Background: an optimization exercise with open tools, aiming at small area, a short achievable clock period and few clock cycles per item. Do not read the settings as production practice. The RTL was checked by simulation tests, not by an equivalence proof against the original design. Power and IR drop assume default switching activity.

===== flow/run.sh =====
#!/bin/bash
# synth_recipe.tcl (not shown) runs the flow's synth.tcl, then flattens the netlist and writes it again
# the make line also repeats each setting of config.mk as NAME=value (left out here)
make -C /OpenROAD-flow-scripts/flow DESIGN_CONFIG=/design/flow/config.mk WORK_HOME=/design/flow/orfs CLKGATE_MAP_FILE= SYNTH_SCRIPT=/design/flow/synth_recipe.tcl finish

===== flow/config.mk =====
export PLATFORM = sky130hd
export DESIGN_NAME = pi_speed_controller_with_position_core
export DESIGN_NICKNAME = pi_speed_controller_with_position_core
export VERILOG_FILES = /design/flow/design.v
export SDC_FILE = /design/flow/constraint.sdc
export NUM_CORES = 4
export LEC_CHECK = 0
export CAP_MARGIN = 20
export CORE_MARGIN = 2
export CORE_UTILIZATION = 40
export SLEW_MARGIN = 20

===== flow/constraint.sdc =====
create_clock -name core_clock -period 10.0 [get_ports {i_clk}]
set_input_delay 2.0000 -clock core_clock [delete_from_list [all_inputs] [get_ports {i_clk}]]
set_output_delay 2.0000 -clock core_clock [all_outputs]
set_load 0.01 [all_outputs]

===== flow/design.v =====
`timescale 1ns / 1ps
package pisc_pkg;
    localparam int DELTA_W  = 16;
    localparam int TARGET_W = 8;
    localparam int DUTY_W   = 7;
    localparam int CMP_W    = 16;
    localparam int ERR_W    = 17;
    localparam int INTEG_W  = 12;
    localparam int COUNT_W  = 32;
    localparam int GEAR_W   = 14;
    localparam int IN_W     = 32;
    localparam int OUT_W    = 136;
    localparam int APB_AW = 4;
    localparam int APB_DW = 32;
    localparam int GAIN_W = 8;
    localparam int PER_W  = 16;
    localparam logic [GAIN_W-1:0] PROP_GAIN_RST  = 8'd1;
    localparam logic [GAIN_W-1:0] INTEG_GAIN_RST = 8'd1;
    localparam logic [PER_W-1:0]  PWM_PERIOD_RST = 16'd1200;
    localparam int GEAR_MODULUS_DEF   = 12800;
    localparam int INTEGRAL_LIMIT_DEF = 3200;
    localparam int DUTY_MAX   = 100;
    localparam int SUM_SHIFT  = 5;
    localparam int SUM_W      = 27;
    localparam int CMP_X_W   = 23;
    localparam int CMP_SHIFT = 30;
    localparam int CMP_RC_W  = 24;
    localparam logic [CMP_RC_W-1:0] CMP_RECIP =
        CMP_RC_W'(((1 << CMP_SHIFT) + DUTY_MAX - 1) / DUTY_MAX);
    localparam int GV_W = 17;
    localparam int MUL_W  = 25;
    localparam int PROD_W = 2 * MUL_W;
    localparam int STEP_W = 3;
    typedef enum logic [1:0] {
        REG_PROP_GAIN  = 2'd0,
        REG_INTEG_GAIN = 2'd1,
        REG_PWM_PERIOD = 2'd2
    } t_reg_idx;
    typedef enum logic [2:0] {
        MUL_NONE     = 3'd0,
        MUL_ERR_IG   = 3'd1,
        MUL_ERR_PG   = 3'd2,
        MUL_GV_RCP   = 3'd3,
        MUL_DUTY_PER = 3'd4,
        MUL_Q_MOD    = 3'd5,
        MUL_X_RCP    = 3'd6
    } t_mul_sel;
    typedef enum logic [2:0] {
        WB_NONE   = 3'd0,
        WB_LOAD   = 3'd1,
        WB_INTEG  = 3'd2,
        WB_DUTY   = 3'd3,
        WB_GQ     = 3'd4,
        WB_X      = 3'd5,
        WB_GREM   = 3'd6,
        WB_FINISH = 3'd7
    } t_wb_op;
    typedef enum logic [1:0] {
        CND_ALWAYS  = 2'd0,
        CND_IN_WORD = 2'd1,
        CND_OUT_FREE = 2'd2
    } t_cond;
    typedef struct packed {
        t_mul_sel          mul;
        t_wb_op            wb;
        t_cond             cond;
        logic [STEP_W-1:0] target;
    } t_uc_word;
    function automatic t_uc_word uc_rom(input logic [STEP_W-1:0] addr);
        case (addr)
            3'd0:    uc_rom = {pisc_pkg::MUL_NONE,     pisc_pkg::WB_LOAD,   pisc_pkg::CND_IN_WORD,  3'd1};
            3'd1:    uc_rom = {pisc_pkg::MUL_ERR_IG,   pisc_pkg::WB_NONE,   pisc_pkg::CND_ALWAYS,   3'd2};
            3'd2:    uc_rom = {pisc_pkg::MUL_ERR_PG,   pisc_pkg::WB_INTEG,  pisc_pkg::CND_ALWAYS,   3'd3};
            3'd3:    uc_rom = {pisc_pkg::MUL_GV_RCP,   pisc_pkg::WB_DUTY,   pisc_pkg::CND_ALWAYS,   3'd4};
            3'd4:    uc_rom = {pisc_pkg::MUL_DUTY_PER, pisc_pkg::WB_GQ,     pisc_pkg::CND_ALWAYS,   3'd5};
            3'd5:    uc_rom = {pisc_pkg::MUL_Q_MOD,    pisc_pkg::WB_X,      pisc_pkg::CND_ALWAYS,   3'd6};
            3'd6:    uc_rom = {pisc_pkg::MUL_X_RCP,    pisc_pkg::WB_GREM,   pisc_pkg::CND_ALWAYS,   3'd7};
            3'd7:    uc_rom = {pisc_pkg::MUL_NONE,     pisc_pkg::WB_FINISH, pisc_pkg::CND_OUT_FREE, 3'd0};
            default: uc_rom = {pisc_pkg::MUL_NONE,     pisc_pkg::WB_NONE,   pisc_pkg::CND_ALWAYS,   3'd0};
        endcase
    endfunction
endpackage
`timescale 1ns / 1ps
module pi_speed_controller_with_position_core #(
    parameter int GEAR_MODULUS   = pisc_pkg::GEAR_MODULUS_DEF,
    parameter int INTEGRAL_LIMIT = pisc_pkg::INTEGRAL_LIMIT_DEF
) (
    input  logic                          i_clk,
    input  logic                          i_rst_n,
    input  logic                          i_s_tvalid,
    output logic                          o_s_tready,
    input  logic [pisc_pkg::IN_W-1:0]     i_s_tdata,
    output logic                          o_m_tvalid,
    input  logic                          i_m_tready,
    output logic [pisc_pkg::OUT_W-1:0]    o_m_tdata,
    input  logic                          psel,
    input  logic                          penable,
    input  logic                          pwrite,
    input  logic [pisc_pkg::APB_AW-1:0]   paddr,
    input  logic [pisc_pkg::APB_DW-1:0]   pwdata,
    output logic [pisc_pkg::APB_DW-1:0]   prdata,
    output logic                          pready
);
    localparam logic [23:0] W_RST = 24'((pisc_pkg::PWM_PERIOD_RST * 4096 + 24) / 25);
    logic [7:0]  r_kp;
    logic [7:0]  r_ki;
    logic [15:0] r_per;
    logic        w_cfg_wr;
    assign pready   = 1'b1;
    assign w_cfg_wr = psel && penable && pwrite;
    always_ff @(posedge i_clk) begin
        if (!i_rst_n) begin
            r_kp  <= pisc_pkg::PROP_GAIN_RST;
            r_ki  <= pisc_pkg::INTEG_GAIN_RST;
            r_per <= pisc_pkg::PWM_PERIOD_RST;
        end else if (w_cfg_wr) begin
            case (paddr[3:2])
                2'd0: r_kp  <= pwdata[7:0];
                2'd1: r_ki  <= pwdata[7:0];
                2'd2: r_per <= pwdata[15:0];
                default: ;
            endcase
        end
    end
    always_comb begin
        case (paddr[3:2])
            2'd0:    prdata = {24'd0, r_kp};
            2'd1:    prdata = {24'd0, r_ki};
            2'd2:    prdata = {16'd0, r_per};
            default: prdata = '0;
        endcase
    end
    logic [23:0] r_w;
    logic [4:0]  r_rem;
    logic [2:0]  r_wcnt;
    logic        w_busy;
    logic [3:0]  w_nib;
    logic [8:0]  w_dv;
    logic [3:0]  w_qd;
    logic [4:0]  w_rd;
    assign w_busy = (r_wcnt != 3'd0);
    always_comb begin
        case (r_wcnt)
            3'd6:    w_nib = r_per[11:8];
            3'd5:    w_nib = r_per[7:4];
            3'd4:    w_nib = r_per[3:0];
            3'd3:    w_nib = 4'd0;
            3'd2:    w_nib = 4'd1;
            default: w_nib = 4'd8;
        endcase
    end
    assign w_dv = {r_rem, w_nib};
    assign w_qd = 4'(w_dv / 9'd25);
    assign w_rd = 5'(w_dv - 9'(w_qd) * 9'd25);
    always_ff @(posedge i_clk) begin
        if (!i_rst_n) begin
            r_wcnt <= 3'd0;
            r_w    <= W_RST;
        end else if (w_cfg_wr && paddr[3:2] == 2'd2) begin
            r_wcnt <= 3'd6;
        end else if (w_busy) begin
            r_wcnt <= r_wcnt - 3'd1;
            r_w    <= {r_w[19:0], w_qd};
        end
    end
    always_ff @(posedge i_clk) begin
        if (w_cfg_wr && paddr[3:2] == 2'd2) begin
            r_rem <= {1'b0, pwdata[15:12]};
        end else begin
            r_rem <= w_rd;
        end
    end
    logic r_v1, r_v2, r_v3, r_vo;
    logic w_adv;
    logic w_take;
    assign w_adv      = !r_vo || i_m_tready;
    assign o_s_tready = w_adv && !w_busy;
    assign w_take     = i_s_tvalid && o_s_tready;
    always_ff @(posedge i_clk) begin
        if (!i_rst_n) begin
            r_v1 <= 1'b0;
            r_v2 <= 1'b0;
            r_v3 <= 1'b0;
            r_vo <= 1'b0;
        end else if (w_adv) begin
            r_v1 <= w_take;
            r_v2 <= r_v1;
            r_v3 <= r_v2;
            r_vo <= r_v3;
        end
    end
    logic signed [15:0] w_delta;
    logic [16:0]        w_dbl;
    logic [16:0]        w_d17;
    logic [16:0]        w_err;
    assign w_delta = $signed(i_s_tdata[15:0]);
    assign w_dbl   = {8'd0, i_s_tdata[23:16], 1'b0};
    assign w_d17   = {i_s_tdata[15], i_s_tdata[15:0]};
    assign w_err   = i_s_tdata[24] ? (w_dbl + w_d17) : (w_dbl - w_d17);
    logic [16:0] r_err1, r_err2, r_err3;
    logic [15:0] r_d1, r_d2, r_d3;
    logic [2:0]  r_f1, r_f2, r_f3;        
    function automatic logic signed [12:0] sat13(input logic signed [21:0] x);
        if (x > 22'sd4095)       sat13 = 13'sd4095;
        else if (x < -22'sd4096) sat13 = -13'sd4096;
        else                     sat13 = x[12:0];
    endfunction
    logic signed [12:0] w_errc;
    logic signed [21:0] w_pi;
    logic signed [21:0] w_pp;
    logic signed [12:0] r_pi2, r_pp2;
    assign w_errc = sat13({{5{r_err1[16]}}, r_err1});
    assign w_pi   = w_errc * $signed({1'b0, r_ki});
    assign w_pp   = w_errc * $signed({1'b0, r_kp});
    logic [11:0]        r_integ;
    logic [6:0]         r_duty3;
    logic signed [13:0] w_s;
    logic signed [13:0] w_sa;
    logic signed [13:0] w_sum;
    logic [11:0]        w_integ;
    logic [6:0]         w_duty;
    logic signed [13:0] w_pi14, w_pp14;
    assign w_pi14 = {r_pi2[12], r_pi2};
    assign w_pp14 = {r_pp2[12], r_pp2};
    assign w_s    = $signed({2'b00, r_integ}) + w_pi14;
    assign w_sa   = $signed({2'b00, r_integ}) + w_pi14 + w_pp14;
    always_comb begin
        if (w_s < 0) begin
            w_integ = 12'd0;
            w_sum   = w_pp14;
        end else if (w_s >= 14'sd3200) begin
            w_integ = 12'd3200;
            w_sum   = w_pp14 + 14'sd3200;
        end else begin
            w_integ = w_s[11:0];
            w_sum   = w_sa;
        end
        if (w_sum < 0)              w_duty = 7'd0;
        else if (w_sum >= 14'sd3200) w_duty = 7'd100;
        else                        w_duty = w_sum[11:5];
    end
    logic [29:0] w_cmpx;
    logic [31:0] w_d32;
    logic [13:0] w_dmod;
    logic [14:0] w_g1;
    logic [13:0] w_gnew;
    assign w_cmpx = r_duty3 * r_w;
    assign w_d32  = {{16{r_d3[15]}}, r_d3};
    logic signed [16:0] d;
    assign d = {r_d3[15], r_d3};
    always_comb begin
        if (d >= 17'sd25600)       w_dmod = 14'(d - 17'sd25600);
        else if (d >= 17'sd12800)  w_dmod = 14'(d - 17'sd12800);
        else if (d >= 17'sd0)      w_dmod = 14'(d);
        else if (d >= -17'sd12800) w_dmod = 14'(d + 17'sd12800);
        else if (d >= -17'sd25600) w_dmod = 14'(d + 17'sd25600);
        else                       w_dmod = 14'(d + 17'sd38400);
    end
    assign w_g1   = {1'b0, r_gear} + {1'b0, w_dmod};
    assign w_gnew = (w_g1 >= 15'd12800) ? 14'(w_g1 - 15'd12800) : w_g1[13:0];
    logic [6:0]  r_duty;
    logic [15:0] r_cmp;
    logic [16:0] r_err;
    logic [11:0] r_integ_o;
    logic [31:0] r_travel;
    logic [31:0] r_segment;
    logic [13:0] r_gear;
    always_ff @(posedge i_clk) begin
        if (w_adv) begin
            r_err1 <= w_err;
            r_d1   <= i_s_tdata[15:0];
            r_f1   <= i_s_tdata[27:25];
            r_err2 <= r_err1;
            r_d2   <= r_d1;
            r_f2   <= r_f1;
            r_pi2  <= sat13(w_pi);
            r_pp2  <= sat13(w_pp);
            r_err3  <= r_err2;
            r_d3    <= r_d2;
            r_f3    <= r_f2;
            r_duty3 <= w_duty;
            r_err     <= r_err3;
            r_duty    <= r_duty3;
            r_cmp     <= w_cmpx[29:14];
            r_integ_o <= r_integ;
        end
    end
    always_ff @(posedge i_clk) begin
        if (!i_rst_n) begin
            r_integ <= '0;
        end else if (w_adv && r_v2) begin
            r_integ <= w_integ;
        end
    end
    always_ff @(posedge i_clk) begin
        if (!i_rst_n) begin
            r_travel  <= '0;
            r_segment <= '0;
            r_gear    <= '0;
        end else if (w_adv && r_v3) begin
            r_travel  <= (r_f3[0] ? 32'd0 : r_travel) + w_d32;
            r_segment <= ((r_f3[0] || r_f3[1]) ? 32'd0 : r_segment) + w_d32;
            r_gear    <= r_f3[2] ? 14'd0 : w_gnew;
        end
    end
    assign o_m_tvalid = r_vo;
    assign o_m_tdata  = {6'd0, r_gear, r_segment, r_travel, r_integ_o,
                         r_err, r_cmp, r_duty};
endmodule

==> metrics.md, run 1 <==
| Metric | Value |
|---|---|
| Status | `no timing/DRC/antenna violations` |
| Routed vias | `23700` |
| CTS Buffer Depth | `3` |
| Die height | `287 µm` |
| Commonest cells after routing, fill and taps aside | `nand2_1, inv_1, fa_1` |
| Reg area | `8870 µm²` |
| Root buf cell | `clkbuf_16` |
| Synth top area share | `17.9%` |
| Post-synthesis cell type count | `96` |
| Most common cell after layout, fill and taps aside | `nand2_1` |
| Worst Path Max Fanout | `16` |
| Seq/Total Area, Yosys | `27.8%` |
| Routed length per placed instance | `16.2 µm` |
| Clock skew | `0.0174 ns` |
| Critical path class | `register to register` |
| Switching power | `2390 µW` |
| Startpoint Class | `register` |
| Antenna Nets Post-Route | `0` |
| GR met3 Demand/Resource | `1.88%` |
| Min cycle time layout | `7.91 ns` |
| Yosys warns | `1` |
| Min-delay src | `r_d1[9]` |
| Final hold vios | `0` |
| P&R area growth vs syn | `13.3%` |
| First-pass GRT wire length | `125 mm` |
| CP startpoint | `r_err1[13]` |
| Reg-to-Reg Start | `r_err1[13]` |
| Power Density | `173 nW/µm²` |
| Synthesis-stage register bit count | `348` |
| Initial DRT Pass Iterations | `7` |
| Met2 GRT Util | `32.1%` |
| Total congestion overflow | `0` |
| GP Congestion | `0.867` |
| Synth Cell Area | `32000 µm²` |
| Hpwl dp | `56.0 mm` |
| Die width | `287 µm` |
| Pint | `3880 µW` |
| Routed WL | `75.6 mm` |
| Slew @ Worst Pin | `1.02 ns` |
| RSZ-0062 raised after global routing | `false` |
| Setup TNS Final | `0 ns` |
| Pin count of the biggest net entering global routing | `83` |
| Ys async rst share | `0%` |
| Nets | `4204` |
| Seq pwr share | `31.0%` |
| Final-report max-slew violation count | `0` |
| Logic pwr share | `44.4%` |
| GR Layer Usage met1 | `25.1%` |
| Post-synth EDFFs | `190` |
| Synthesized instance count | `3452` |
| Peak supply drop | `253 µV` |
| Initial Util | `40.4%` |
| Clock network power share | `24.6%` |
| Sw frac | `38.1%` |
| Hold-fix buffers, CTS | `0` |
| Max-slew headroom | `30.2%` |
| Fmax | `0.126 GHz` |
| Vias in the first global route | `23600` |
| Most used routing layer | `met2` |
| Reg clk slew, reported paths | `0.06 ns` |
| I/O Buffers | `200` |
| Share of cells above drive strength 1 | `3.71%` |
| Final Cycle Share | `79.1%` |
| Via density | `5.08` |
| Post-CTS sizing | `0` |
| TritonCTS Sinks | `348` |
| Avg Synthesized Cell Area | `9.26 µm²` |
| Iteration-0 DRC Markers | `1200` |
| Cts bufs inserted | `42` |
| DRC | `0` |
| Total Die Area | `82200 µm²` |
| Cell taking the most area after synthesis | `edfxtp_1` |
| Synth area leaders | `edfxtp_1, fa_1, ha_1` |
| Fin util | `45.8%` |
| Pleak | `0.0165 µW` |
| Post-CTS Setup Inserts | `0` |
| Initial antenna violation count | `2` |
| Filler cell count | `7601` |
| Std-Cell Rows | `103` |
| Worst path required time | `10.29 ns` |
| Crit. End Element | `register` |
| Worst skew pair latency | `0.59 ns` |
| Finish-stage setup viols | `0` |
| Total core area | `79000 µm²` |
| Number of top-level pins | `246` |
| Clock tree from TritonCTS | `done` |
| Max H-tree Level | `2` |
| Min-Delay Path Class | `register to register` |
| Synth Flop Type | `edfxtp_1` |
| Max Cap Violations | `0` |
| CP Data Arrival Time | `8.20 ns` |
| Total GRT Usage | `18.7%` |
| Multi-input gate area | `20900 µm²` |
-- state kept, by name, summed over array words and instances, names as in the netlist, 17 cells and up --
| signal | cells |
|---|---|
| r_segment | 32 |
| r_err | 17 |
| r_err2 | 17 |
| r_err1 | 17 |
| r_err3 | 17 |
| r_travel | 32 |
| r_w | 24 |
-- synth_stat cells (all sizes together) (50+ instances only) --
master,number
nor2b,70
o21ai,146
fa,284
and2,274
edfxtp,190
ha,270
xnor2,116
clkbuf,127
a21oi,153
a21boi,50
dfxtp,158
nand2,442
a21o,55
nor2,130
inv,424
-- metal layers --
layer  up-vias  share of wire, %
li1      11700                 -
met4         0               2.4
met2       380                48
met1     11500                46
met5         -                 0
met3       100               2.9
-- final cells by class --
| class | count | area share, % |
|---|---|---|
| antenna | 2 | 0.0138 |
| clock buffer | 53 | 3.19 |
| clock inverter | 25 | 0.646 |
| inverter | 424 | 4.42 |
| multi-input combinational | 2537 | 57.6 |
| sequential | 348 | 24.5 |
| tap | 1050 | 3.63 |
| timing repair buffer | 222 | 5.98 |
-- final timing paths --
path	end	slack [ns]	cells past startpoint
worst max-delay path	r_pp2[8]	2.09	26
worst min-delay path	r_d2[9]	0.41	0
worst max register to register	r_pp2[8]	2.09	26
worst min register to register	r_d2[9]	0.41	0
-- per-stage QoR --
| stage | power, µW | hold slack (ns) | area (µm²) | worst slack [ns] | instances |
|---|---|---|---|---|---|
| finish | 6260 | 0.415 | 36200 | 2.09 | 4661 |
| global route | 6760 | 0.421 | 36200 | 1.56 | 4661 |
| CTS | 6330 | 0.414 | 36200 | 2.07 | 4659 |
| detailed placement | 4750 | 0.405 | 34800 | 2.10 | 4581 |
| global placement | 4720 | 0.401 | 34800 | 2.22 | 4581 |
| floorplan | 4050 | 0.400 | 32000 | 1.65 | 3473 |
-- critical path, stage by stage (launching register included) --
cell and delay (ns):
edfxtp_1 0.38, nand4_1 0.12, nand2_1 0.33, o21a_1 0.66, nand2_1 0.16, fa_1 0.53
fa_1 0.52, inv_1 0.04, ha_1 0.26, inv_1 0.05, fa_1 0.52, inv_1 0.06
ha_1 0.28, a21o_1 0.15, a21oi_1 0.21, o21bai_1 0.10, a21oi_1 0.24, o21bai_1 0.10
a21oi_1 0.22, o21bai_1 0.14, a2111o_1 0.44, a31oi_1 0.26, o21ai_0 0.19, and4_1 0.24
nor3_1 0.68, o31a_1 0.60, a21oi_1 0.12
-- cell families (layout without fill, tap and decap cells) --
| logic type | after synthesis | in the layout | share of synthesized area (%) |
|---|---|---|---|
| AND/OR/NAND/NOR | 1105 | 1105 | 17.1 |
| AO/OA/AOI/OAI | 641 | 641 | 13.4 |
| buffers and inverters | 588 | 724 | 7.23 |
| adder cells (fa/ha/maj) | 555 | 555 | 28.4 |
| flip-flops | 348 | 348 | 27.8 |
| XOR/XNOR | 162 | 162 | 4.44 |
| multiplexers | 51 | 51 | 1.62 |
| other | 2 | 25 | 0.0235 |
-- power by group through the flow --
stage | combinational [µW] | clock (µW) | sequential (µW)
2_1_floorplan | 2190 | 0 | 1860
3_3_place_gp | 2750 | 0 | 1970
3_5_place_dp | 2770 | 0 | 1970
4_1_cts | 2790 | 1590 | 1950
5_1_grt | 3150 | 1640 | 1970
6_report | 2780 | 1540 | 1940
Testbench counts, summed over its fixed seeds: cycles 2,080, items 2,048.
==> run 2, diff against run 1 <==
--- a/flow/config.mk
+++ b/flow/config.mk
@@ -5,7 +5,9 @@
 export SDC_FILE = /design/flow/constraint.sdc
 export NUM_CORES = 4
 export LEC_CHECK = 0
+export ABC_CLOCK_PERIOD_IN_PS = 5000
 export CAP_MARGIN = 20
 export CORE_MARGIN = 2
 export CORE_UTILIZATION = 40
+export SETUP_SLACK_MARGIN = 4.5
 export SLEW_MARGIN = 20
==> run 2 against run 1 <==
Still clean. Synthesized area is the same. Maximum frequency is 19% higher. Register-to-register slack improved by 1.3 ns. Die area unchanged. Count of clock-buffer cells in the layout up 8. Wire length up 6.8%. Design area rose by 7.4%. Sequential cell count unchanged. Synthesized cell count unchanged. Cell count rose by 3.2%. Via count up 2.6%. Total power is 13% higher. Largest power group unchanged. Highest routed layer unchanged.
==> metrics.md, run 2 <==
| Metric | Value |
|---|---|
| Status | `no timing/DRC/antenna violations` |
| Post-synthesis cell type count | `96 (unchanged)` |
| RSZ-0062 raised after global routing | `true` |
| I/O Buffers | `200 (unchanged)` |
| Std-Cell Rows | `103 (unchanged)` |
| Min cycle time layout | `6.64 ns (-1.27 ns)` |
| Reg2Reg Setup Slack | `3.36 ns (+1.27 ns)` |
| Initial antenna violation count | `2 (unchanged)` |
| Cts bufs inserted | `41 (-2.4%)` |
| Crit path max-delay cell type | `fa_1` |
| Synth Flop Type | `edfxtp_1` |
| Nets | `4353 (+3.5%)` |
| Hpwl dp | `56.5 mm (+0.90%)` |
| CP Buf/Inv Count | `5 (+2)` |
| Synth top area share | `17.9% (unchanged)` |
| Pleak | `0.0176 µW (+6.2%)` |
| Biggest regs | `r_segment (32), r_travel (32), r_w (24)` |
| Avg Synthesized Cell Area | `9.26 µm² (unchanged)` |
| Hold-fix buffers, CTS | `0 (unchanged)` |
| Yosys warns | `1 (unchanged)` |
| Overall power | `7100 µW (+13%)` |
| Initial DRT Pass Iterations | `5 (-2)` |
| DRC | `0 (unchanged)` |
| Die width | `287 µm (unchanged)` |
| Ys async rst share | `0% (unchanged)` |
| Max H-tree Level | `2 (unchanged)` |
| GP Congestion | `0.853 (-1.6%)` |
| Root buf cell | `clkbuf_16` |
| CTS Buffer Depth | `3 (unchanged)` |
| Most frequent cells after synthesis | `nand2_1, inv_1, fa_1` |
| Routed length per placed instance | `16.8 µm (+3.5%)` |
| Filler cell count | `7338 (-3.5%)` |
| Min-Delay Path Class | `register to register` |
| P&R area growth vs syn | `21.7%` |
| Antenna Nets Post-Route | `0 (unchanged)` |
| Synth Cell Area | `32000 µm² (unchanged)` |
| Total core area | `79000 µm² (unchanged)` |
| Top-count cell post-synth | `nand2_1` |
| Synthesized instance count | `3452 (unchanged)` |
| Placed Area | `35200 µm² (+1.1%)` |
| Clock skew | `0.0192 ns (+0.00179 ns)` |
| TritonCTS Sinks | `348 (unchanged)` |
| Final-report max-slew violation count | `0 (unchanged)` |
| Most common cell after layout, fill and taps aside | `nand2_1` |
| Max Cap Violations | `0 (unchanged)` |
| Crit. End Element | `register` |
| Commonest cells after routing, fill and taps aside | `nand2_1, inv_1, fa_1` |
| Worst skew pair latency | `0.57 ns (-0.02 ns)` |
| Slew @ Worst Pin | `0.981 ns (-0.0391 ns)` |
| Total GRT Usage | `19.8% (+1.0 points)` |
| Routed WL | `80.8 mm (+6.8%)` |
| Post-synth EDFFs | `190 (unchanged)` |
| Worst path required time | `10.30 ns (about the same)` |
| Critical path's largest stage delay | `0.51 ns (-0.17 ns)` |
| Max-slew headroom | `34.4% (+4.2 points)` |
| Final hold vios | `0 (unchanged)` |
| Crit path max-delay family | `compound AO/OA/AOI/OAI gates` |
| Worst Path Max Fanout | `6 (-10)` |
| Startpoint Class | `register` |
| Die height | `287 µm (unchanged)` |
| Fmax | `0.151 GHz (+19%)` |
| Total congestion overflow | `0 (unchanged)` |
| Total Die Area | `82200 µm² (unchanged)` |
| Final Cycle Share | `66.4% (-13 points)` |
| Finish-stage setup viols | `0 (unchanged)` |
| Vias in the first global route | `24700 (+4.6%)` |
| Seq/Total Area, Yosys | `27.8% (unchanged)` |
| Setup TNS Final | `0 ns (unchanged)` |
| Synth area leaders | `edfxtp_1, fa_1, ha_1` |
| Share of cells above drive strength 1 | `13.3% (+9.6 points)` |
| Placed Instances | `4578 (-0.065%)` |
| Top cell by count, worst path | `a21oi_2` |
| CP Data Arrival Time | `6.94 ns (-1.26 ns)` |
| Via density | `5.05 (-0.53%)` |
| Number of top-level pins | `246 (unchanged)` |
| Routed vias | `24300 (+2.6%)` |
| Clock tree from TritonCTS | `done` |
| Synthesis-stage register bit count | `348 (unchanged)` |
| Cell taking the most area after synthesis | `edfxtp_1` |
| Power Density | `183 nW/µm² (+5.5%)` |
| Critical path class | `register to register` |
| Iteration-0 DRC Markers | `1063 (-11%)` |
| Fin Hold WS | `0.414 ns (-0.000864 ns)` |
| First-pass GRT wire length | `131 mm (+5.1%)` |
| Pin count of the biggest net entering global routing | `77 (-7.2%)` |
| Reg clk slew, reported paths | `0.06 ns (about the same)` |
| Non-Filler Instances | `4808 (+3.2%)` |
| Initial Util | `40.4% (unchanged)` |
| Post-Layout Inst Area | `38900 µm² (+7.4%)` |
| Peak supply drop | `378 µV (+50%)` |
-- run 2: cell counts after synthesis --
No cell type changed its count.
-- run 2: timing repair --
action | 4_1_cts | 5_1_grt
resized for setup | 170 | 62
cloned | 13 | 1
pin swaps | 103 | 63
buffers inserted | 108 | 31
setup endpoints to repair | 57 | 44
-- run 2: path summary, 6_finish.rpt --
path | startpoint | end | cells past startpoint
max | r_err1[15] | r_pi2[11] | 27
min | r_err2[5] | r_err3[5] | 0
max reg2reg | r_err1[15] | r_pi2[11] | 27
min reg2reg | r_err2[5] | r_err3[5] | 0
-- run 2: logic make-up after synthesis --
family                     share of synthesized area, %
and+or+nand+nor                                    17.1
AOI/OAI and AO/OA                                  13.4
buffers and inverters                              7.23
adders and majority gates                          28.4
DFF                                                27.8
xor gates and xnor gates                           4.44
muxes                                              1.62
other                                            0.0235
-- run 2: through the flow --
stage	util (%)	setup WS [ns]
after floorplan	-	2.66
after global placement	44.6	2.32
after detailed placement	44.6	2.18
after CTS	48.6	3.45
after global routing	49.2	3.12
final	49.2	3.36
-- run 2: worst reg2reg max path: cells and delay by family (launching register included) --
kind | cells | cell delay (ns)
compound gates | 13 | 2.63
xor+xnor | 1 | 0.29
fa+ha+maj | 5 | 2.02
buf+inv | 5 | 0.49
flops | 1 | 0.44
simple gates | 3 | 0.54
-- run 2: layout make-up --
cell class	count	area, µm²	share of cell area, %
inverter	424	1600	4.12
multi-input combinational	2547	22300	57.2
clock inverter	14	151	0.389
timing repair buffer	361	3450	8.86
timing repair inverter	1	5.00	0.0129
antenna	2	5.00	0.0129
sequential	348	8890	22.9
tap	1050	1310	3.38
clock buffer	61	1230	3.16
-- run 2: power breakdown --
part           total, µW  switching (µW)  leakage (µW)  internal, µW
Combinational       3690            1890        0.0136          1800
Clock               1540             607      0.000677           928
Sequential          1880             141       0.00333          1740
-- run 2: metal layers --
layer  vias to the layer above  GRT usage (%)  share of wire [%]
met1                     11800           25.6                 44
met2                       380           34.9                 50
met4                         0           5.39                2.3
met5                         -              0                  0
li1                      12000              -                  -
met3                       108           2.00                3.1
==> run 3, diff against run 2 <==
--- a/flow/design.v
+++ b/flow/design.v
@@ -150,8 +150,14 @@
         endcase
     end
     assign w_dv = {r_rem, w_nib};
-    assign w_qd = 4'(w_dv / 9'd25);
-    assign w_rd = 5'(w_dv - 9'(w_qd) * 9'd25);
+    always_comb begin
+        logic [15:0] ge;
+        ge[0] = 1'b1;
+        for (int j = 1; j < 16; j++) ge[j] = (w_dv >= 9'(25 * j));
+        w_qd = '0;
+        for (int j = 1; j < 16; j++) if (ge[j]) w_qd = 4'(j);
+    end
+    assign w_rd = 5'(w_dv - {w_qd, 4'b0} - {w_qd, 3'b0} - {5'b0, w_qd});
     always_ff @(posedge i_clk) begin
         if (!i_rst_n) begin
             r_wcnt <= 3'd0;
@@ -200,18 +206,20 @@
     logic [16:0] r_err1, r_err2, r_err3;
     logic [15:0] r_d1, r_d2, r_d3;
     logic [2:0]  r_f1, r_f2, r_f3;        
-    function automatic logic signed [12:0] sat13(input logic signed [21:0] x);
-        if (x > 22'sd4095)       sat13 = 13'sd4095;
-        else if (x < -22'sd4096) sat13 = -13'sd4096;
-        else                     sat13 = x[12:0];
-    endfunction
-    logic signed [12:0] w_errc;
-    logic signed [21:0] w_pi;
-    logic signed [21:0] w_pp;
+    logic        w_err_ovf;
+    logic [21:0] w_pi;
+    logic [21:0] w_pp;
     logic signed [12:0] r_pi2, r_pp2;
-    assign w_errc = sat13({{5{r_err1[16]}}, r_err1});
-    assign w_pi   = w_errc * $signed({1'b0, r_ki});
-    assign w_pp   = w_errc * $signed({1'b0, r_kp});
+    assign w_err_ovf = !(&r_err1[16:12]) && (|r_err1[16:12]);
+    assign w_pi = $signed(r_err1[12:0]) * $signed({1'b0, r_ki});
+    assign w_pp = $signed(r_err1[12:0]) * $signed({1'b0, r_kp});
+    function automatic logic [12:0] sat13(input logic [21:0] p, input logic eovf,
+                                          input logic sgn);
+        if (eovf || (!(&p[21:12]) && (|p[21:12])))
+            sat13 = sgn ? 13'h1000 : 13'h0FFF;
+        else
+            sat13 = p[12:0];
+    endfunction
     logic [11:0]        r_integ;
     logic [6:0]         r_duty3;
     logic signed [13:0] w_s;
@@ -273,8 +281,8 @@
             r_err2 <= r_err1;
             r_d2   <= r_d1;
             r_f2   <= r_f1;
-            r_pi2  <= sat13(w_pi);
-            r_pp2  <= sat13(w_pp);
+            r_pi2  <= sat13(w_pi, w_err_ovf && (r_ki != 8'd0), r_err1[16]);
+            r_pp2  <= sat13(w_pp, w_err_ovf && (r_kp != 8'd0), r_err1[16]);
             r_err3  <= r_err2;
             r_d3    <= r_d2;
             r_f3    <= r_f2;
--- a/flow/config.mk
+++ b/flow/config.mk
@@ -5,9 +5,9 @@
 export SDC_FILE = /design/flow/constraint.sdc
 export NUM_CORES = 4
 export LEC_CHECK = 0
-export ABC_CLOCK_PERIOD_IN_PS = 5000
+export ABC_CLOCK_PERIOD_IN_PS = 4500
 export CAP_MARGIN = 20
 export CORE_MARGIN = 2
 export CORE_UTILIZATION = 40
-export SETUP_SLACK_MARGIN = 4.5
+export SETUP_SLACK_MARGIN = 5
 export SLEW_MARGIN = 20
==> run 3 against run 2 <==
Critical path depth is 7 lower. Utilization is 0.64 points lower. Sequential power is 3% lower. Sequential cell count stayed put. Highest routed layer unchanged. Critical endpoint is now r_pi2[2].
==> metrics.md, run 3 <==
| Metric | Value |
|---|---|
| Total congestion overflow | `0 (unchanged)` |
| Number of top-level pins | `246 (unchanged)` |
| Most common cell after layout, fill and taps aside | `nand2_1` |
| Total GRT Usage | `20.6% (+0.81 points)` |
| Max-slew headroom | `27.1% (-7.3 points)` |
| Vias in the first global route | `24900 (+0.86%)` |
| Final Cycle Share | `57.6% (-8.8 points)` |
| Clock skew | `0.0127 ns (-0.00655 ns)` |
| Total core area | `79000 µm² (unchanged)` |
| Synth top area share | `17.9% (+0.033 points)` |
| Reg2Reg Setup Slack | `4.24 ns (+0.88 ns)` |
| P&R area growth vs syn | `20.4%` |
| Crit path max-delay family | `adder cells` |
| Initial antenna violation count | `1 (-1)` |
| Commonest cells after routing, fill and taps aside | `nand2_1, inv_1, fa_1` |
| CP Buf/Inv Count | `4 (-1)` |
| Slew @ Worst Pin | `1.09 ns (+0.111 ns)` |
| Pleak | `0.0171 µW (-2.7%)` |
| Final-report max-slew violation count | `0 (unchanged)` |
| Routed length per placed instance | `17.3 µm (+2.8%)` |
| Biggest regs | `r_segment (32), r_travel (32), r_w (24)` |
| Min cycle time layout | `5.76 ns (-0.881 ns)` |
| Cell taking the most area after synthesis | `edfxtp_1` |
| Startpoint Class | `register` |
| Yosys warns | `1 (unchanged)` |
| Power Density | `146 nW/µm² (-20%)` |
| Cts bufs inserted | `45 (+9.8%)` |
| Worst Path Max Fanout | `7 (+1)` |
| CP Data Arrival Time | `6.08 ns (-0.86 ns)` |
| I/O Buffers | `200 (unchanged)` |
| Top-count cell post-synth | `nand2_1` |
| Root buf cell | `clkbuf_16` |
| Setup WS pre-CTS | `3.41 ns (+1.23 ns)` |
| Reg-to-Reg Start | `r_err1[5]` |
| Crit path max-delay cell type | `or4_4` |
| Ys async rst share | `0% (unchanged)` |
| Share of cells above drive strength 1 | `11.0% (-2.4 points)` |
| Via density | `5.16 (+2.2%)` |
| Status | `no timing/DRC/antenna violations` |
| Max Cap Violations | `0 (unchanged)` |
| TritonCTS Sinks | `348 (unchanged)` |
| First-pass GRT wire length | `135 mm (+2.9%)` |
| Reg area | `8920 µm² (+0.32%)` |
| DRC | `0 (unchanged)` |
| Total Die Area | `82000 µm² (-0.18%)` |
| Synth Flop Type | `edfxtp_1` |
| R2R depth | `20 (-26%)` |
| Overall power | `5590 µW (-21%)` |
| Std-Cell Rows | `103 (unchanged)` |
| Crit. End Element | `register` |
| Filler cell count | `7479 (+1.9%)` |
| Reg clk slew, reported paths | `0.06 ns (about the same)` |
| Critical path's largest stage delay | `0.59 ns (+0.08 ns)` |
| Antenna Nets Post-Route | `0 (unchanged)` |
| Iteration-0 DRC Markers | `1237 (+16%)` |
| Hpwl dp | `57.8 mm (+2.3%)` |
| Nets | `4373 (+0.46%)` |
| Die height | `286 µm (about the same)` |
| Synth Cell Area | `31900 µm² (-0.18%)` |
| Critical path class | `register to register` |
| Clock tree from TritonCTS | `done` |
| Peak supply drop | `111 µV (-71%)` |
| Seq/Total Area, Yosys | `27.8% (+0.051 points)` |
| Most frequent cells after synthesis | `nand2_1, inv_1, fa_1` |
| Post-synthesis cell type count | `82 (-15%)` |
| CP endpoint | `r_pi2[2]` |
| CP startpoint | `r_err1[5]` |
| Hold-fix buffers, CTS | `0 (unchanged)` |
| Max H-tree Level | `2 (unchanged)` |
| Multi-input gate area | `21700 µm² (-2.7%)` |
| Post-synth EDFFs | `190 (unchanged)` |
| Initial Util | `40.4% (-0.074 points)` |
| Die width | `286 µm (about the same)` |
| Setup TNS Final | `0 ns (unchanged)` |
| Worst path required time | `10.32 ns (+0.02 ns)` |
| GP Congestion | `0.868 (+1.8%)` |
| RSZ-0062 raised after global routing | `true` |
| Routed vias | `25000 (+2.8%)` |
| Top cell by count, worst path | `fa_1` |
| Worst R2R End | `r_pi2[2]` |
| Initial DRT Pass Iterations | `5 (unchanged)` |
| Min-Delay Path Class | `register to register` |
| Synthesis-stage register bit count | `348 (unchanged)` |
| Worst Slack Setup Final | `4.24 ns (+0.881 ns)` |
| Crit-path cells | `buf_12 > buf_4 > nand2_1 > fa_1 > fa_1 > inv_1 > fa_1 > fa_1 > ha_1 > o21ai_2 > a21o_1 > a31oi_4 > buf_4 > a211oi_4 > nor2_1 > xnor2_1 > nand2_1 > or4_4 > nand2_8 > mux2_2` |
| Synthesized instance count | `3504 (+1.5%)` |
| Finish-stage setup viols | `0 (unchanged)` |
| CTS Buffer Depth | `3 (unchanged)` |
| Routed WL | `83.5 mm (+3.4%)` |
| Avg Synthesized Cell Area | `9.10 µm² (-1.7%)` |
| Worst path depth | `20 (-26%)` |
| # diodes | `0 (-2)` |
| Pin count of the biggest net entering global routing | `157 (+100%)` |
| Fmax | `0.174 GHz (+15%)` |
| Final hold vios | `0 (unchanged)` |
| Synth area leaders | `edfxtp_1, fa_1, ha_1` |
| Worst skew pair latency | `0.58 ns (about the same)` |
==> run 3: cell types whose count changed in the layout (fill, tap and decap cells not counted), moves of 21 or more <==
cell / previous run / this run
a211oi_1: 9 / 30
a21boi_0: 33 / 10
a21oi_1: 103 / 207
a21oi_2: 44 / 14
and2_1: 263 / 206
buf_4: 130 / 106
nand2_1: 423 / 476
nor2_1: 120 / 152
o21ai_0: 95 / 117
o21ai_1: 47 / 5
==> run 3: cell families (layout without fill, tap and decap cells) <==
kind of cell	Yosys count	after routing	synth area share, %
buffers and inverters	573	832	7.13
muxes	69	69	2.22
adders and majority gates	549	549	28.2
DFF	348	348	27.8
and+or+nand+nor	1150	1152	17.3
other	2	23	0.0235
xor gates and xnor gates	157	157	4.31
AOI/OAI and AO/OA	656	656	13.1
==> run 3: worst min-delay path by stage <==
stage	end	start	cells past startpoint
final	r_err3[16]	r_err2[16]	0
after global routing	r_d2[11]	r_d1[11]	0
after CTS	r_err3[16]	r_err2[16]	0
after detailed placement	r_d2[1]	r_d1[1]	0
after global placement	r_f3[1]	r_f2[1]	0
after floorplan	r_d2[10]	r_d1[10]	0
==> run 3: stage by stage <==
stage	instance area, µm²	hold WS, ns	cells	util [%]
global placement	34900	0.401	4629	44.2
floorplan	32300	0.400	3525	-
finish	38400	0.416	4836	48.6
global route	38400	0.420	4836	48.6
CTS	38100	0.417	4821	48.2
detailed placement	34900	0.405	4629	44.2
==> run 3: cell type report <==
cell class / count / share of cell area (%)
clock buffers: 56 / 3.20
flip-flops and latches: 348 / 23.2
repair buffers: 338 / 8.78
repair inverters: 2 / 0.0456
clock inverters: 28 / 0.877
multi-input cells: 2606 / 56.4
inverters: 408 / 4.03
well taps: 1050 / 3.42
==> run 3: worst register-to-register path: cells and delay by family (launching register included) <==
| kind | cells | cell delay, ns |
|---|---|---|
| adders and majority gates | 5 | 2.32 |
| and+or+nand+nor | 5 | 0.97 |
| AOI/OAI and AO/OA | 4 | 0.70 |
| buffers and inverters | 4 | 0.55 |
| DFF | 1 | 0.42 |
| muxes | 1 | 0.33 |
| xor gates and xnor gates | 1 | 0.21 |
==> run 3: layer usage <==
metal	routed length, µm	global-route usage, %	share of wire (%)	vias up
met4	2070	5.42	2.5	0
met5	0	0	0	-
met2	40400	35.3	48	430
met3	2960	2.33	3.5	114
li1	-	-	-	12200
met1	38000	27.5	46	12200
==> run 3: power by group <==
group / switching (µW) / internal (µW) / leakage, µW
clock: 683 / 1030 / 0.000748
combinational: 1110 / 946 / 0.0130
sequential: 132 / 1680 / 0.00334
==> run 3: repair_timing <==
| action | in CTS | in global routing |
|---|---|---|
| pin swaps | 64 | 39 |
| cloned | 8 | 0 |
| setup buffers | 100 | 14 |
| endpoints found under the setup margin | 61 | 51 |
| resized for setup | 165 | 65 |
Testbench counts of run 3, summed over its fixed seeds: cycles 2,080, items 2,048.
==> run 4, diff against run 3 <==
--- a/flow/config.mk
+++ b/flow/config.mk
@@ -5,7 +5,6 @@
 export SDC_FILE = /design/flow/constraint.sdc
 export NUM_CORES = 4
 export LEC_CHECK = 0
-export ABC_CLOCK_PERIOD_IN_PS = 4500
 export CAP_MARGIN = 20
 export CORE_MARGIN = 2
 export CORE_UTILIZATION = 40
==> run 4 against run 3 <==
Clock power hardly changed. Register-to-register slack barely moved. Worst setup slack unchanged. Combinational power about the same. Global-route usage unchanged. Wire length did not move. Synthesized area is the same. Worst hold slack unchanged. Critical path depth did not move. Still clean on timing, DRC and antenna.
==> metrics.md, run 4 <==
| Metric | Value |
|---|---|
| Status | `no timing/DRC/antenna violations` |
| Yosys warns | `1 (unchanged)` |
| Via density | `5.16 (unchanged)` |
| Synth Cell Area | `31900 µm² (unchanged)` |
| Post-synthesis cell type count | `82 (unchanged)` |
| Most frequent cells after synthesis | `nand2_1, inv_1, fa_1` |
| Total congestion overflow | `0 (unchanged)` |
| # diodes | `0 (unchanged)` |
| Final Cycle Share | `57.6% (unchanged)` |
| Startpoint Class | `register` |
| RSZ-0062 raised after global routing | `true` |
| Initial antenna violation count | `1 (unchanged)` |
| GP Congestion | `0.868 (unchanged)` |
| TritonCTS Sinks | `348 (unchanged)` |
| Iteration-0 DRC Markers | `1237 (unchanged)` |
| Die height | `286 µm (unchanged)` |
| Worst skew pair latency | `0.58 ns (about the same)` |
| Routed vias | `25000 (unchanged)` |
| Total core area | `79000 µm² (unchanged)` |
| Overall power | `5590 µW (unchanged)` |
| Std-Cell Rows | `103 (unchanged)` |
| DRC | `0 (unchanged)` |
| Ys async rst share | `0% (unchanged)` |
| Clock tree from TritonCTS | `done` |
| Total Die Area | `82000 µm² (unchanged)` |
| Avg Synthesized Cell Area | `9.10 µm² (unchanged)` |
| Crit. End Element | `register` |
| Routed length per placed instance | `17.3 µm (unchanged)` |
| Clock skew | `0.0127 ns (unchanged)` |
| Synth area leaders | `edfxtp_1, fa_1, ha_1` |
| Fmax | `0.174 GHz (unchanged)` |
| Cts bufs inserted | `45 (unchanged)` |
| Min-Delay Path Class | `register to register` |
| Initial Util | `40.4% (unchanged)` |
| Min cycle time layout | `5.76 ns (unchanged)` |
| P&R area growth vs syn | `20.4% (unchanged)` |
| Share of cells above drive strength 1 | `11.0% (unchanged)` |
| Antenna Nets Post-Route | `0 (unchanged)` |
| Synth Flop Type | `edfxtp_1` |
| Top-count cell post-synth | `nand2_1` |
| Slew @ Worst Pin | `1.09 ns (unchanged)` |
| Max-slew headroom | `27.1% (unchanged)` |
| Seq/Total Area, Yosys | `27.8% (unchanged)` |
| Power Density | `146 nW/µm² (unchanged)` |
| Critical path class | `register to register` |
| Number of top-level pins | `246 (unchanged)` |
| Routed WL | `83.5 mm (unchanged)` |
| Peak supply drop | `111 µV (unchanged)` |
| Most common cell after layout, fill and taps aside | `nand2_1` |
| CTS Buffer Depth | `3 (unchanged)` |
| I/O Buffers | `200 (unchanged)` |
| Fin Hold WS | `0.416 ns (unchanged)` |
| Setup TNS Final | `0 ns (unchanged)` |
| Worst Path Max Fanout | `7 (unchanged)` |
| Pin count of the biggest net entering global routing | `157 (unchanged)` |
| Hold-fix buffers, CTS | `0 (unchanged)` |
| Synthesized instance count | `3504 (unchanged)` |
| Nets | `4373 (unchanged)` |
| Vias in the first global route | `24900 (unchanged)` |
| Root buf cell | `clkbuf_16` |
| Post-synth EDFFs | `190 (unchanged)` |
| Initial DRT Pass Iterations | `5 (unchanged)` |
| Max H-tree Level | `2 (unchanged)` |
| Pleak | `0.0171 µW (unchanged)` |
| Reg clk slew, reported paths | `0.06 ns (about the same)` |
| Reg2Reg Setup Slack | `4.24 ns (about the same)` |
| Placed Area | `34900 µm² (unchanged)` |
| Total GRT Usage | `20.6% (unchanged)` |
| Post-Layout Inst Area | `38400 µm² (unchanged)` |
| Hpwl dp | `57.8 mm (unchanged)` |
| CP Data Arrival Time | `6.08 ns (about the same)` |
| Synth top area share | `17.9% (unchanged)` |
| Commonest cells after routing, fill and taps aside | `nand2_1, inv_1, fa_1` |
| Worst path required time | `10.32 ns (about the same)` |
| Finish-stage setup viols | `0 (unchanged)` |
| Synthesis-stage register bit count | `348 (unchanged)` |
| Final hold vios | `0 (unchanged)` |
| Max Cap Violations | `0 (unchanged)` |
| First-pass GRT wire length | `135 mm (unchanged)` |
| Cell taking the most area after synthesis | `edfxtp_1` |
| Final-report max-slew violation count | `0 (unchanged)` |
| Die width | `286 µm (unchanged)` |
| Biggest regs | `r_segment (32), r_travel (32), r_w (24)` |
-- run 4: worst max-delay path, cell delays in order (launching register included) --
cell and delay (ns):
edfxtp_1 0.42, buf_12 0.17, buf_4 0.15, nand2_1 0.08
fa_1 0.43, fa_1 0.50, inv_1 0.06, fa_1 0.52
fa_1 0.51, ha_1 0.36, o21ai_2 0.20, a21o_1 0.19
a31oi_4 0.06, buf_4 0.17, a211oi_4 0.25, nor2_1 0.09
xnor2_1 0.21, nand2_1 0.08, or4_4 0.59, nand2_8 0.13
mux2_2 0.33
-- run 4: worst paths after layout --
kind | start | cells past startpoint | endpoint
setup / recovery | r_err1[5] | 20 | r_pi2[2]
hold / removal | r_err2[16] | 0 | r_err3[16]
setup reg to reg | r_err1[5] | 20 | r_pi2[2]
hold reg to reg | r_err2[16] | 0 | r_err3[16]
-- run 4: per-layer routing --
layer  track usage (%)  share of wire [%]  up-vias
met5                 0                  0        -
met2              35.3                 48      430
met4              5.42                2.5        0
li1                  -                  -    12200
met3              2.33                3.5      114
met1              27.5                 46    12200
-- run 4: final cells by class --
class | count | area (µm²)
Fill cell | 7479 | 40600
Multi-Input combinational cell | 2606 | 21700
Sequential cell | 348 | 8920
Timing Repair Buffer | 338 | 3370
Inverter | 408 | 1550
Tap cell | 1050 | 1310
Clock buffer | 56 | 1230
Clock inverter | 28 | 337
Timing Repair inverter | 2 | 17.5
-- run 4: power breakdown --
group	internal (µW)	total [µW]	leakage, µW	switching [µW]
Clock	1030	1720	0.000748	683
Combinational	946	2060	0.0130	1110
Sequential	1680	1820	0.00334	132
Total	3660	5590	0.0171	1930
-- run 4: kinds of logic after synthesis --
group | share of synthesized area [%]
simple gates | 17.3
xor+xnor | 4.31
mux | 2.22
compound gates | 13.1
other cells | 0.0235
fa+ha+maj | 28.2
flops | 27.8
buf+inv | 7.13
-- run 4: timing repair --
action | CTS | global route
resized for setup | 165 | 65
setup endpoints to repair | 61 | 51
cloned | 8 | 0
setup buffers | 100 | 14
pin swaps | 64 | 39
-- run 4: per-stage QoR --
| stage | utilization, % | instances | setup slack (ns) |
|---|---|---|---|
| finish | 48.6 | 4836 | 4.24 |
| detailed placement | 44.2 | 4629 | 3.41 |
| CTS | 48.2 | 4821 | 4.28 |
| floorplan | - | 3525 | 4.44 |
| global route | 48.6 | 4836 | 3.97 |
| global placement | 44.2 | 4629 | 3.43 |

-- what the ideal ports hide --
The flow's constraints put no driver on any port. The routed layouts listed below were extracted and timed again, unchanged, in two steps.
Step 1 (the two cells are an assumption about what drives the block):
set clk [get_ports {i_clk}]
set_driving_cell -lib_cell sky130_fd_sc_hd__clkbuf_16 $clk
set_driving_cell -lib_cell sky130_fd_sc_hd__buf_2 [delete_from_list [all_inputs] $clk]
Step 2 also shifts input and output timing later by t, the mid clock arrival at the registers, as if the neighbouring blocks saw the same clock.
a / b / c = ideal / step 1 / step 2; a / b = the first two.
run | t, ns | setup WS [ns] | worst setup path at the end | worst data-port slew with drivers (ns) | pins driven straight from the clock port
run 1 | 0.643 | 2.085 / 2.085 / 2.085 | register to register | 0.07 | 1
run 2 | 0.621 | 3.360 / 3.360 / 3.360 | register to register | 0.07 | 1
run 3 | 0.633 | 4.240 / 4.240 / 4.240 | register to register | 0.05 | 1
run 4 | 0.633 | 4.240 / 4.240 / 4.240 | register to register | 0.05 | 1
After both steps every run listed still meets setup and hold.
